From an optimization exercise on the open Yosys and OpenROAD flow, aimed at small area; shortcuts taken in it are not production practice. Function was checked by simulation only, so behaviour that the tests miss may differ from the original.

==> module gobang_move_arbiter, before the edit <==
module gobang_move_arbiter #(
  parameter int HIST_DEPTH = 225,
  parameter int CNT_W      = 8
) (
  input  logic             clk,
  input  logic             rst,
  input  logic             new_game,
  input  logic             p_req,
  input  logic [3:0]       p_i,
  input  logic [3:0]       p_j,
  input  logic             a_req,
  input  logic [3:0]       a_i,
  input  logic [3:0]       a_j,
  input  logic             undo_req,
  input  logic             crt_color,
  input  logic             cell_occupied,
  output logic [3:0]       look_i,
  output logic [3:0]       look_j,
  output logic             data_clr,
  output logic             data_write,
  output logic             data_erase,
  output logic [3:0]       write_i,
  output logic [3:0]       write_j,
  output logic             write_color,
  output logic             p_grant,
  output logic             a_grant,
  output logic             reject,
  output logic             undo_done,
  output logic             busy,
  output logic [CNT_W-1:0] move_count,
  output logic             last_valid,
  output logic [3:0]       last_i,
  output logic [3:0]       last_j
);
  typedef enum logic [2:0] {IDLE, CHECK, WRITE, CLEAR, UNDO} state_e;
  localparam logic ID_PLAYER = 1'b0;
  localparam logic ID_AI     = 1'b1;
  localparam int   NPOS      = HIST_DEPTH + 1;
  state_e           state, state_nxt;
  logic             pending_clr;
  logic             last_served;
  logic [3:0]       lat_i, lat_j;
  logic             lat_id, lat_color;
  logic [7:0]       sreg [NPOS];
  logic             ofs;
  logic             dn;
  logic             push, pop;
  logic             stack_empty;
  logic [7:0]       top;
  logic [3:0]       top_i, top_j;
  logic             illegal;
  logic             pick_ai;
  assign stack_empty = (move_count == '0);
  assign top         = ofs ? ~sreg[1] : sreg[0];
  assign {top_i, top_j} = stack_empty ? 8'h00 : top;
  assign last_valid  = ~stack_empty;
  assign last_i      = top_i;
  assign last_j      = top_j;
  assign busy        = (state != IDLE);
  assign push = (state == WRITE);
  assign pop  = (state == UNDO) & ~stack_empty;
  assign dn   = push | (~pop & ~ofs);
  assign pick_ai = a_req & (~p_req | (last_served == ID_PLAYER));
  assign illegal = cell_occupied | (lat_i > 4'd14) | (lat_j > 4'd14) |
                   (move_count == CNT_W'(HIST_DEPTH));
  always_comb begin
    state_nxt   = state;
    look_i      = '0;
    look_j      = '0;
    data_clr    = 1'b0;
    data_write  = 1'b0;
    data_erase  = 1'b0;
    write_i     = '0;
    write_j     = '0;
    write_color = 1'b0;
    p_grant     = 1'b0;
    a_grant     = 1'b0;
    reject      = 1'b0;
    undo_done   = 1'b0;
    unique case (state)
      IDLE: begin
        if (pending_clr)         state_nxt = CLEAR;
        else if (undo_req)       state_nxt = UNDO;
        else if (p_req || a_req) state_nxt = CHECK;
      end
      CHECK: begin
        look_i    = lat_i;
        look_j    = lat_j;
        reject    = illegal;
        state_nxt = illegal ? IDLE : WRITE;
      end
      WRITE: begin
        data_write  = 1'b1;
        write_i     = lat_i;
        write_j     = lat_j;
        write_color = lat_color;
        p_grant     = (lat_id == ID_PLAYER);
        a_grant     = (lat_id == ID_AI);
        state_nxt   = IDLE;
      end
      CLEAR: begin
        data_clr  = 1'b1;
        state_nxt = IDLE;
      end
      UNDO: begin
        if (stack_empty) begin
          reject = 1'b1;
        end else begin
          data_erase = 1'b1;
          write_i    = top_i;
          write_j    = top_j;
          undo_done  = 1'b1;
        end
        state_nxt = IDLE;
      end
      default: state_nxt = IDLE;
    endcase
  end
  always_ff @(posedge clk or negedge rst) begin
    if (!rst) begin
      state       <= IDLE;
      pending_clr <= 1'b0;
      last_served <= ID_AI;
      move_count  <= '0;
      lat_i       <= '0;
      lat_j       <= '0;
      lat_id      <= ID_PLAYER;
      lat_color   <= 1'b0;
      ofs         <= 1'b0;
    end else begin
      state <= state_nxt;
      if (!(push | pop))
        ofs <= ~ofs;
      if (new_game)
        pending_clr <= 1'b1;
      else if (state == IDLE && state_nxt == CLEAR)
        pending_clr <= 1'b0;
      if (state == IDLE && state_nxt == CHECK) begin
        lat_i     <= pick_ai ? a_i : p_i;
        lat_j     <= pick_ai ? a_j : p_j;
        lat_id    <= pick_ai ? ID_AI : ID_PLAYER;
        lat_color <= crt_color;
      end
      unique case (state)
        WRITE: begin
          move_count  <= move_count + 1'b1;
          last_served <= lat_id;
        end
        CLEAR: move_count <= '0;
        UNDO:  if (!stack_empty) move_count <= move_count - 1'b1;
        default: ;
      endcase
    end
  end
  always_ff @(posedge clk) begin
    sreg[0] <= ~(dn ? ~{lat_i, lat_j} : sreg[1]);
    for (int k = 1; k < NPOS - 1; k++)
      sreg[k] <= ~(dn ? sreg[k-1] : sreg[k+1]);
    sreg[NPOS-1] <= ~sreg[NPOS-2];
  end
endmodule
==> flow/config.mk <==
export PLATFORM = sky130hd
export DESIGN_NAME = gobang_move_arbiter
export DESIGN_NICKNAME = gobang_move_arbiter
export VERILOG_FILES = /design/flow/design.v
export SDC_FILE = /design/flow/constraint.sdc
export NUM_CORES = 4
export LEC_CHECK = 0
export CAP_MARGIN = 20
export CORE_MARGIN = 2
export CORE_UTILIZATION = 40
export SLEW_MARGIN = 20
==> flow/constraint.sdc <==
create_clock -name core_clock -period 8.0 [get_ports {clk}]
set_input_delay 1.6000 -clock core_clock [delete_from_list [all_inputs] [get_ports {clk}]]
set_output_delay 1.6000 -clock core_clock [all_outputs]
set_load 0.01 [all_outputs]
run.sh (not shown) runs the stock make flow with config.mk's settings and CLKGATE_MAP_FILE= SYNTH_SCRIPT=/design/flow/synth_recipe.tcl, a recipe that flattens the netlist after the stock synthesis.
Change:
--- a/flow/design.v
+++ b/flow/design.v
@@ -35,33 +35,24 @@
 );
   typedef enum logic [2:0] {IDLE, CHECK, WRITE, CLEAR, UNDO} state_e;
   localparam logic ID_PLAYER = 1'b0;
   localparam logic ID_AI     = 1'b1;
-  localparam int   NPOS      = HIST_DEPTH + 1;
   state_e           state, state_nxt;
   logic             pending_clr;
   logic             last_served;
   logic [3:0]       lat_i, lat_j;
   logic             lat_id, lat_color;
-  logic [7:0]       sreg [NPOS];
-  logic             ofs;
-  logic             dn;
-  logic             push, pop;
+  logic [7:0]       stack [HIST_DEPTH];
   logic             stack_empty;
-  logic [7:0]       top;
   logic [3:0]       top_i, top_j;
   logic             illegal;
   logic             pick_ai;
   assign stack_empty = (move_count == '0);
-  assign top         = ofs ? ~sreg[1] : sreg[0];
-  assign {top_i, top_j} = stack_empty ? 8'h00 : top;
+  assign {top_i, top_j} = stack_empty ? 8'h00 : stack[move_count - 1'b1];
   assign last_valid  = ~stack_empty;
   assign last_i      = top_i;
   assign last_j      = top_j;
   assign busy        = (state != IDLE);
-  assign push = (state == WRITE);
-  assign pop  = (state == UNDO) & ~stack_empty;
-  assign dn   = push | (~pop & ~ofs);
   assign pick_ai = a_req & (~p_req | (last_served == ID_PLAYER));
   assign illegal = cell_occupied | (lat_i > 4'd14) | (lat_j > 4'd14) |
                    (move_count == CNT_W'(HIST_DEPTH));
   always_comb begin
@@ -126,13 +117,10 @@
       lat_i       <= '0;
       lat_j       <= '0;
       lat_id      <= ID_PLAYER;
       lat_color   <= 1'b0;
-      ofs         <= 1'b0;
     end else begin
       state <= state_nxt;
-      if (!(push | pop))
-        ofs <= ~ofs;
       if (new_game)
         pending_clr <= 1'b1;
       else if (state == IDLE && state_nxt == CLEAR)
         pending_clr <= 1'b0;
@@ -153,10 +141,8 @@
       endcase
     end
   end
   always_ff @(posedge clk) begin
-    sreg[0] <= ~(dn ? ~{lat_i, lat_j} : sreg[1]);
-    for (int k = 1; k < NPOS - 1; k++)
-      sreg[k] <= ~(dn ? sreg[k-1] : sreg[k+1]);
-    sreg[NPOS-1] <= ~sreg[NPOS-2];
+    if (state == WRITE)
+      stack[move_count] <= {lat_i, lat_j};
   end
 endmodule
Effect: First-iteration DRC count grows to 5.2 times its value; sequential share of layout area rises by 11 points; synthesized area came out higher by 25%; routed wire length is higher by 150%; critical path depth is higher by 6.

-- port drivers added, routing unchanged --
How much do the figures lean on ideal ports? The routed layouts below were timed once more, with nothing changed but the port constraints.
Step 1, drivers: a clkbuf_16 drives clk and a buf_2 each remaining input, both assumed.
Step 2 moves the port delays by t, midway between the first and last clock arrival at a register: inputs arrive t later, outputs are due t later. That takes back most of the time a late clock gives input paths.
Three values: ideal ports, drivers, drivers and shift; two values: the first two.
run | t (ns) | setup WS [ns] | slew at the worst register clock pin (ns)
the first run | 0.821 | 3.009 / 2.941 / 3.341 | 0.06 / 0.06
the second run | 0.904 | 0.156 / 0.065 / 0.969 | 0.07 / 0.07
After both steps every run listed still meets setup and hold.
